Context: an optimization exercise on an open-source flow, tuned for small area. The choices shown serve that exercise and are no tape-out recipe.
Only simulation tests tie the RTL to the original design; equivalence was not proved.
Power figures rest on the tool's default switching activity, not on a simulated workload.

==> design.v <==
module jt93cx6 #(
  parameter int AW     = 6,
  parameter int DW     = 16,
  parameter int WR_CYC = 1024,
  parameter int SEQ_RD = 1
) (
  input  logic          clk,
  input  logic          rst,
  input  logic          cs,
  input  logic          sk,
  input  logic          di,
  output logic          do_o,
  output logic          rdy,
  input  logic [AW-1:0] dump_addr,
  input  logic          dump_we,
  input  logic [DW-1:0] dump_din,
  output logic [DW-1:0] dump_dout,
  input  logic          dump_clr,
  output logic          dump_flag
);
  localparam int NW = 2**AW;
  localparam logic [2:0] IDLE = 3'd0, CMD = 3'd1, READ = 3'd2, WDATA = 3'd3, BUSY = 3'd4;
  logic [2:0]    state_q, state_d;
  logic          sk_l_q;
  logic          hold_q, hold_d;
  logic          ewen_q, ewen_d;
  logic          flag_q, flag_d;
  logic [9:0]    cnt_q, cnt_d;       
  logic [DW-1:0] sh_q, sh_d;         
  logic [AW-1:0] addr_q, addr_d;     
  logic          rd_do_q, rd_do_d;
  logic          load_q, load_d;
  logic          all_q, all_d;
  logic          fill_q, fill_d;
  logic [NW*DW-1:0] mem_q;
  logic          sk_rise;
  logic [7:0]    cmd_word;
  logic          int_we;             
  logic          wpend_q, wpend_d;   
  logic          pw;                 
  logic          pmatch;             
  logic [AW-1:0] ia;                 
  logic [DW-1:0] int_wd;
  logic [DW-1:0] rd_word;            
  logic [DW-1:0] dump_rd;            
  logic [NW-1:0] isel, dsel;
  logic          fill_act;
  assign sk_rise  = sk & ~sk_l_q;
  assign cmd_word = {sh_q[6:0], di};
  assign fill_act = fill_q & (state_q == BUSY) & (cnt_q[9:6] == 4'd0);
  always_comb begin
    state_d   = state_q;
    hold_d    = hold_q & cs;
    ewen_d    = ewen_q;
    cnt_d     = cnt_q;
    sh_d      = sh_q;
    addr_d    = addr_q;
    rd_do_d   = rd_do_q;
    load_d    = 1'b0;
    all_d     = all_q;
    fill_d    = fill_q;
    int_we    = 1'b0;
    wpend_d   = 1'b0;
    if (load_q) sh_d = rd_word;
    case (state_q)
      IDLE: begin
        if (cs && !hold_q && sk_rise && di) begin
          state_d = CMD;
          cnt_d   = '0;
        end
      end
      CMD: begin
        if (!cs) begin
          state_d = IDLE;
        end else if (sk_rise) begin
          sh_d  = {sh_q[DW-2:0], di};
          cnt_d = cnt_q + 1'b1;
          if (cnt_q[2:0] == 3'd7) begin
            cnt_d   = '0;
            addr_d  = cmd_word[AW-1:0];
            state_d = IDLE;
            hold_d  = 1'b1;
            case (cmd_word[7:6])
              2'b10: begin
                state_d = READ;
                hold_d  = 1'b0;
                rd_do_d = 1'b0;
                load_d  = 1'b1;
              end
              2'b01: if (ewen_q) begin
                state_d = WDATA;
                all_d   = 1'b0;
                hold_d  = 1'b0;
              end
              2'b11: if (ewen_q) begin
                int_we    = 1'b1;
                wpend_d   = 1'b1;
                sh_d      = '1;
                state_d   = BUSY;
                fill_d    = 1'b0;
                hold_d    = 1'b0;
              end
              default: begin
                case (cmd_word[AW-1:AW-2])
                  2'b11: ewen_d = 1'b1;
                  2'b00: ewen_d = 1'b0;
                  2'b10: if (ewen_q) begin
                    state_d = BUSY;
                    fill_d  = 1'b1;
                    addr_d  = '0;
                    sh_d    = '1;
                    hold_d  = 1'b0;
                  end
                  default: if (ewen_q) begin
                    state_d = WDATA;
                    all_d   = 1'b1;
                    hold_d  = 1'b0;
                  end
                endcase
              end
            endcase
          end
        end
      end
      READ: begin
        if (!cs) begin
          state_d = IDLE;
        end else if (sk_rise) begin
          rd_do_d = sh_q[DW-1];
          sh_d    = {sh_q[DW-2:0], 1'b1};
          cnt_d   = cnt_q + 1'b1;
          if (cnt_q[3:0] == 4'd15) begin
            cnt_d  = '0;
            addr_d = addr_q + 1'b1;
            load_d = 1'b1;
          end
        end
      end
      WDATA: begin
        if (!cs) begin
          state_d = IDLE;
        end else if (sk_rise) begin
          sh_d  = {sh_q[DW-2:0], di};
          cnt_d = cnt_q + 1'b1;
          if (cnt_q[3:0] == 4'd15) begin
            cnt_d   = '0;
            state_d = BUSY;
            if (all_q) begin
              fill_d = 1'b1;
              addr_d = '0;
            end else begin
              fill_d  = 1'b0;
              int_we  = 1'b1;
              wpend_d = 1'b1;
            end
          end
        end
      end
      BUSY: begin
        if (fill_act) begin
          int_we = 1'b1;
          addr_d = addr_q + 1'b1;
        end
        cnt_d = cnt_q + 1'b1;
        if (cnt_q == 10'h3ff) state_d = IDLE;
      end
      default: state_d = IDLE;
    endcase
    flag_d = (flag_q | int_we) & ~dump_clr;
  end
  assign ia     = addr_q;
  assign int_wd = sh_q;
  assign pmatch = (dump_addr == addr_q);
  assign pw     = fill_act | (wpend_q & ~(dump_we & pmatch));
  always_ff @(posedge clk or posedge rst) begin
    if (rst) begin
      state_q <= IDLE;
      sk_l_q  <= 1'b0;
      hold_q  <= 1'b0;
      ewen_q  <= 1'b0;
      flag_q  <= 1'b0;
    end else begin
      state_q <= state_d;
      sk_l_q  <= sk;
      hold_q  <= hold_d;
      ewen_q  <= ewen_d;
      flag_q  <= flag_d;
    end
  end
  always_ff @(posedge clk) begin
    cnt_q   <= cnt_d;
    sh_q    <= sh_d;
    addr_q  <= addr_d;
    rd_do_q <= rd_do_d;
    load_q  <= load_d;
    wpend_q <= wpend_d;
    all_q   <= all_d;
    fill_q  <= fill_d;
  end
  localparam int NG = (NW + 2) / 3;
  logic [DW-1:0] rd_gn [NG];
  logic [DW-1:0] du_gn [NG];
  logic [3*NG-1:0] isel_x, dsel_x;
  logic [3*NG*DW-1:0] mem_x;
  always_comb begin
    for (int w = 0; w < NW; w++) begin
      isel[w] = (ia == AW'(w));
      dsel[w] = (dump_addr == AW'(w));
    end
  end
  assign isel_x = (3*NG)'(isel);
  assign dsel_x = (3*NG)'(dsel);
  assign mem_x  = (3*NG*DW)'(mem_q);
  for (genvar g = 0; g < NG; g++) begin : g_rd
    jt93cx6_ao3 u_rd (
      .s(isel_x[3*g +: 3]), .m0(mem_x[(3*g)*DW +: DW]), .m1(mem_x[(3*g+1)*DW +: DW]),
      .m2(mem_x[(3*g+2)*DW +: DW]), .yn(rd_gn[g]));
    jt93cx6_ao3 u_du (
      .s(dsel_x[3*g +: 3]), .m0(mem_x[(3*g)*DW +: DW]), .m1(mem_x[(3*g+1)*DW +: DW]),
      .m2(mem_x[(3*g+2)*DW +: DW]), .yn(du_gn[g]));
  end
  logic [DW-1:0] rd_t [2*NG-1];
  logic [DW-1:0] du_t [2*NG-1];
  always_comb begin
    for (int g = 0; g < NG; g++) begin
      rd_t[NG-1+g] = ~rd_gn[g];
      du_t[NG-1+g] = ~du_gn[g];
    end
    for (int n = NG-2; n >= 0; n--) begin
      rd_t[n] = rd_t[2*n+1] | rd_t[2*n+2];
      du_t[n] = du_t[2*n+1] | du_t[2*n+2];
    end
  end
  assign rd_word = rd_t[0];
  assign dump_rd = du_t[0];
  logic [NW-1:0] wi, wd, wh, wni;
  logic [DW-1:0] int_wdn;
  logic [NW*DW-1:0] mem_d;
  always_comb begin
    for (int w = 0; w < NW; w++) begin
      wi[w] = pw & isel[w];
      wd[w] = dump_we & dsel[w] & ~wi[w];
      wh[w] = ~(wi[w] | wd[w]);
      wni[w] = ~wi[w];
    end
    int_wdn = ~int_wd;
  end
  for (genvar w = 0; w < NW; w++) begin : g_wr
    logic [DW-1:0] t;
    jt93cx6_ao22n u_keep (.a1(wh[w]), .a2(mem_q[w*DW +: DW]), .b1(wd[w]), .b2(dump_din), .yn(t));
    jt93cx6_oa21n u_new (.a1(wni[w]), .a2(int_wdn), .b1(t), .yn(mem_d[w*DW +: DW]));
  end
  always_ff @(posedge clk) begin
    mem_q     <= mem_d;
    dump_dout <= (wpend_q & pmatch) ? sh_q : dump_rd;
  end
  assign rdy       = (state_q != BUSY);
  assign dump_flag = flag_q;
  always_comb begin
    do_o = 1'b1;
    if (state_q == BUSY)      do_o = ~cs;
    else if (state_q == READ) do_o = rd_do_q;
  end
endmodule
module jt93cx6_ao3 (
  input  logic [2:0]  s,
  input  logic [15:0] m0,
  input  logic [15:0] m1,
  input  logic [15:0] m2,
  output logic [15:0] yn
);
  assign yn = ~(({16{s[0]}} & m0) | ({16{s[1]}} & m1) | ({16{s[2]}} & m2));
endmodule
module jt93cx6_ao22n (
  input  logic        a1,
  input  logic [15:0] a2,
  input  logic        b1,
  input  logic [15:0] b2,
  output logic [15:0] yn
);
  assign yn = ~(({16{a1}} & a2) | ({16{b1}} & b2));
endmodule
module jt93cx6_oa21n (
  input  logic        a1,
  input  logic [15:0] a2,
  input  logic [15:0] b1,
  output logic [15:0] yn
);
  assign yn = ~(({16{a1}} | a2) & b1);
endmodule
==> flow/run.sh <==
#!/bin/bash
# Own flow: the standard synthesis (hierarchical, as config.mk sets it) with an area-oriented ABC
# mapping script in place of ORFS's speed script (registers are mapped by dfflibmap exactly as in
# the standard synthesis), then the standard floorplan-to-finish flow with no CTS dummy loads and
# a plain buf_2 (not a delay buffer) on the ports.
set -euo pipefail
W=$(pwd)
# Copy of ORFS's scripts in which only the ABC script differs.
rm -rf $W/scripts_area
cp -r $FLOW_HOME/scripts $W/scripts_area
cp $W/flow/abc_area.script $W/scripts_area/abc_speed.script
cp $W/flow/abc_area.script $W/scripts_area/abc_area.script
bash standard.sh synth SCRIPTS_DIR=$W/scripts_area > $W/log_synth.txt 2>&1
bash standard.sh finish \
  "CTS_ARGS=-sink_clustering_enable -repair_clock_nets -dont_use_dummy_load" \
  "BUFFER_PORTS_ARGS=-buffer_cell sky130_fd_sc_hd__buf_2" \
  > $W/log_pnr.txt 2>&1
==> flow/abc_area.script <==
strash
&get -n
&st
&dch -f
&nf -a -R 1000
&put
==> standard.sh <==
#!/bin/bash
# synth_recipe.tcl (not shown) runs the flow's synth.tcl, then flattens the netlist and writes it again
# the make line also repeats each setting of config.mk as NAME=value (left out here)
make -C /OpenROAD-flow-scripts/flow DESIGN_CONFIG=/design/flow/config.mk WORK_HOME=/design/flow/orfs CLKGATE_MAP_FILE= SYNTH_SCRIPT=/design/flow/synth_recipe.tcl "${@:-finish}"
==> config.mk <==
export PLATFORM = sky130hd
export DESIGN_NAME = jt93cx6
export DESIGN_NICKNAME = jt93cx6
export VERILOG_FILES = /design/flow/design.v
export SDC_FILE = /design/flow/constraint.sdc
export NUM_CORES = 4
export LEC_CHECK = 0
export CAP_MARGIN = 20
export CORE_MARGIN = 2
export CORE_UTILIZATION = 40
export SLEW_MARGIN = 20
export SYNTH_HIERARCHICAL = 1
export SYNTH_MINIMUM_KEEP_SIZE = 0
==> constraint.sdc <==
create_clock -name core_clock -period 6.0 [get_ports {clk}]
set_input_delay 1.2000 -clock core_clock [delete_from_list [all_inputs] [get_ports {clk}]]
set_output_delay 1.2000 -clock core_clock [all_outputs]
set_load 0.01 [all_outputs]
==> run summary <==
[flip-flops by register name (all words and copies together), names as in the netlist]
register / cells
addr_q: 6
all_q: 1
cnt_q: 10
dump_dout: 16
ewen_q: 1
fill_q: 1
flag_q: 1
hold_q: 1
load_q: 1
mem_q: 1024
rd_do_q: 1
sh_q: 16
sk_l_q: 1
state_q: 3
wpend_q: 1
[metal layers]
| layer | up-vias | track usage, % |
|---|---|---|
| met5 | - | 0 |
| met4 | 30 | 21.18 |
| met3 | 741 | 14.00 |
| met2 | 4543 | 57.16 |
| met1 | 26600 | 56.90 |
| li1 | 22370 | - |
[layout by cell type (no fill, tap or decap), types with 104 or more instances in the layout]
cell                        netlist  layout
sky130_fd_sc_hd__a21oi_1        117     104
sky130_fd_sc_hd__a222oi_1       704     704
sky130_fd_sc_hd__a22oi_1       1028    1028
sky130_fd_sc_hd__buf_4            0     316
sky130_fd_sc_hd__clkbuf_16        0     130
sky130_fd_sc_hd__conb_1           1     128
sky130_fd_sc_hd__dfxtp_1       1058    1058
sky130_fd_sc_hd__nand2_1        206     206
sky130_fd_sc_hd__nand4_1        164     164
sky130_fd_sc_hd__nor2_1         168     166
sky130_fd_sc_hd__o21ai_0       1065    1064
[report_power, final]
group / total [W] / internal (W) / switching (W)
registers: 0.00951 / 0.00841 / 0.00110
clock network: 0.00678 / 0.00379 / 0.00299
logic: 0.00484 / 0.00134 / 0.00350
total: 0.0211 / 0.0135 / 0.00759
[per-stage QoR]
stage | util (%) | hold slack (ps) | power [W] | area [µm²] | cells
after floorplan | - | 472.2 | 0.01157 | 47470 | 4953
after global placement | 44.64 | 495.8 | 0.01405 | 51950 | 6822
after detailed placement | 44.65 | 506.9 | 0.01414 | 51960 | 6822
after CTS | 47.45 | 345.1 | 0.02079 | 55210 | 6952
after global routing | 47.45 | 377.4 | 0.02161 | 55220 | 6953
final | 47.47 | 360.6 | 0.02112 | 55240 | 6962
[modules after synthesis (local to each module, per instance)]
module | area (µm²) | times used | cells inside
jt93cx6_oa21n | 80.08 | 64 | 16
jt93cx6_ao3 | 160.2 | 44 | 16
jt93cx6_ao22n | 120.1 | 64 | 16
jt93cx6 | 27130 | 1 | 2074
[cell families after synthesis]
group | count (synthesis)
xor+xnor | 11
simple gates | 724
compound gates | 2960
mux | 1
fa+ha+maj | 17
flops | 1084
other cells | 1
buf+inv | 28
[cell usage after synthesis (3+ instances only)]
| cell type | number |
|---|---|
| sky130_fd_sc_hd__or4_1 | 28 |
| sky130_fd_sc_hd__a21oi_1 | 117 |
| sky130_fd_sc_hd__xor2_1 | 3 |
| sky130_fd_sc_hd__nand3_1 | 21 |
| sky130_fd_sc_hd__dfxtp_1 | 1058 |
| sky130_fd_sc_hd__o22ai_1 | 18 |
| sky130_fd_sc_hd__o31ai_1 | 3 |
| sky130_fd_sc_hd__a211oi_1 | 5 |
| sky130_fd_sc_hd__edfxtp_1 | 19 |
| sky130_fd_sc_hd__nor4_1 | 12 |
| sky130_fd_sc_hd__and4_1 | 14 |
| sky130_fd_sc_hd__a31oi_1 | 6 |
| sky130_fd_sc_hd__clkinv_1 | 28 |
| sky130_fd_sc_hd__a22oi_1 | 1028 |
| sky130_fd_sc_hd__nand2_1 | 206 |
| sky130_fd_sc_hd__and2_0 | 67 |
| sky130_fd_sc_hd__dfrtp_1 | 7 |
| sky130_fd_sc_hd__nand4_1 | 164 |
| sky130_fd_sc_hd__nand2b_1 | 7 |
| sky130_fd_sc_hd__nor2b_1 | 10 |
| sky130_fd_sc_hd__nor2_1 | 168 |
| sky130_fd_sc_hd__and3_1 | 7 |
| sky130_fd_sc_hd__a222oi_1 | 704 |
| sky130_fd_sc_hd__or2_0 | 3 |
| sky130_fd_sc_hd__nor3_1 | 15 |
| sky130_fd_sc_hd__ha_1 | 17 |
| sky130_fd_sc_hd__xnor2_1 | 8 |
| sky130_fd_sc_hd__o21ai_0 | 1065 |
[layout make-up]
| class | instances | area share [%] |
|---|---|---|
| multi-input cells | 3841 | 46.16 |
| flip-flops and latches | 1084 | 39.69 |
| clock buffers | 130 | 5.889 |
| repair buffers | 346 | 4.566 |
| well taps | 1524 | 3.452 |
| inverters | 28 | 0.1971 |
| diodes | 9 | 0.04077 |
[final timing paths]
path	from	to	slack, ps	cells past startpoint
worst min register to register	mem_q[328]$_DFF_P_	mem_q[328]$_DFF_P_	520	2
max in group asynchronous	rst	flag_q$_DFF_PP0_	5460	2
worst max register to register	addr_q[1]$_DFFE_PP_	sh_q[8]$_DFF_P_	1230	9
min in group core_clock	mem_q[328]$_DFF_P_	mem_q[328]$_DFF_P_	520	2
worst min-delay path	rst	sk_l_q$_DFF_PP0_	360	2
worst max-delay path	addr_q[1]$_DFFE_PP_	sh_q[8]$_DFF_P_	1230	9
==> implementation parameters <==
Parameter                              Value

Final layout
  Final Net Count    5477
  Sequential standard cell area    0.02193 mm²
  Area grow syn2layout    17.56%
  Ratio of cells with drive above 1 in the final layout    9.376%
  Final-layout fill cell count    11.26k
  Multi-input logic area    0.02550 mm²

STA
  Period Utilization, post-route    79.46%
  Final number of max-transition violations    0
  Worst slew slack as a fraction of its limit    12.47%
  Max Clk Rate    209.7 MHz
  RSZ-0062 raised after global routing    false
  Final setup skew    51.74 ps
  Final setup slack of the worst path    1232 ps
  Final Hold Viols    0
  Summed negative setup slack over all endpoints    0 ps
  Actual transition at the worst max-transition pin    1312 ps
  Number of failing setup endpoints in the final timing report    0
  Minimum period implied by the final worst setup slack    4768 ps

Route
  Top layer in use    met5
  Routed wirelength normalized by instance count    37.75 µm
  DRT met1 WL    101.7 mm
  Final routed wirelength across all metal layers    262.8 mm
  ANT nets after route    0
  Drt first-iter violations    13.78k
  First-pass detailed-route iteration total    12
  DRC violation count after routing    0
  Per-cell via count in the routed design    7.797
  Routed length on met3    41.03 mm
  Routed via count    54.28k
  Routed wl met2    103.6 mm

Critical path
  Delay of the slowest cell on the worst path    790 ps
  Type of element capturing the critical path    flop
  Number of buffers and inverters on the critical path    1
  Top fanout value on the critical path    12
  Kind of cell with the highest combined delay on the critical path    simple AND/OR/NAND/NOR gates
  Ordered cell list for the critical path    ha_1 > nand3_1 > nor2_1 > buf_4 > a222oi_1 > nand4_1 > or4_1 > o22ai_1 > a21oi_1
  Arrival time of the worst setup path    5380 ps
  Worst path slowest cell    sky130_fd_sc_hd__nand4_1
  Worst setup path class    reg2reg
  Worst EP required    6610 ps
  Critical Path Source Type    flop

Synthesis
  Dominant register cell in the synthesized netlist    sky130_fd_sc_hd__dfxtp_1
  Mean instance size in the synthesized netlist    9.737 µm²
  Number of warnings printed during yosys synthesis    13
  Portion of the post-synthesis area used by sequential elements    46.66%
  Arithmetic-cell share of the synthesized area counting full adders, half adders and majority gates    0.4527%
  Share of synthesized registers carrying an async set or reset    0.6458%
  Area fraction in and, or, nand and nor cells after synthesis    7.714%
  Largest family of logic cells by synthesized area    compound AO/OA/AOI/OAI gates
  Share of synthesized area spent on multiplexers    0.02130%
  Top cells by area, synth    sky130_fd_sc_hd__dfxtp_1, sky130_fd_sc_hd__a22oi_1, sky130_fd_sc_hd__a222oi_1
  Library cells used by synthesis    43
  Fraction of post-synthesis cell area in the top cell type by area    45.07%
  Total of flip-flops plus latches after synthesis    1084
  Number of synthesized flops with an enable pin    19
  Compound-cell area share of the yosys netlist    44.71%
  Post-synth top area cell    sky130_fd_sc_hd__dfxtp_1
  Cell count after synthesis    4826
  Parity-gate share of the synthesized area counting xor and xnor cells    0.2050%
  Synthesized cell area    0.04699 mm²

Power
  VDD IR-drop max    329.9 µV
  Total leakage power    18.21 nW
  Power per cell area    382.3 mW/mm²

Worst hold path
  Class of the tightest hold or removal check    in2async

Floorplan
  Total die area    0.1202 mm²
  Starting Density    40.38%
  I/O pins    48
  Die Y    346.7 µm
  Number of placement rows    125
  Chip width    346.7 µm
  Core area    0.1164 mm²

Placed design
  Detailed placement HPWL    171.9 mm
  Weighted congestion reported at the end of routability-driven placement    1.053
  Worst-case setup slack after placement    1229 ps
  Number of input and output port buffers inserted    47

Clock tree
  Library cell used as clock root buffer    sky130_fd_sc_hd__clkbuf_16
  # Post-CTS Setup Buffers    0
  Num Clock Sinks    1084
  Worst-skew pair later-pin latency    760 ps
  Post-cts hold buffer count    0
  Deepest clock path buffer count    3
  Clock tree from TritonCTS    yes
  Number of levels the H-tree was split into    4
  Inserted Clock Buffers    130
  Post-cts gate resize count    0
  Post-CTS clock slew at the launch and capture registers of the worst setup and hold paths    60 ps

GRT
  Total global routing track utilization    41.44%
  Gr ovfl total    0
  Via count of the first global-routing pass    47.64k
  Number of antenna violations at the first check in global routing    34
  Pin count of the biggest net entering global routing    67
  First-pass GRT wire length    366.3 mm

Flow run
  Reported max-cap violation count    0

Run status
  Status  timing/DRC/antenna clean

## re-timing with driven ports
The flow's constraints put no driver on any port. The routed layout listed below was extracted and timed again, unchanged, in two steps.
Step 1: set_driving_cell puts a clkbuf_16 on clk and a buf_2 on each other input, an assumption about the parent block.
Step 2 adds t to the input delays and takes it off the output delays; t is the mean of the earliest and latest rising clock arrival at the registers after step 1. Input paths then give back, and output paths get back, about the clock's delay inside the block.
Three values: ideal ports, drivers, drivers and shift; two values: the first two.
t, ns: 0.820
slack for setup (ns): 1.232 / 1.232 / 0.771
slew at the worst register clock pin (ns): 0.06 / 0.06
worst data-port slew with drivers (ns): 0.04
After both steps setup and hold are still met in this run. The setup slack of this run moves by 0.000 ns with the drivers and by -0.461 ns with both steps.
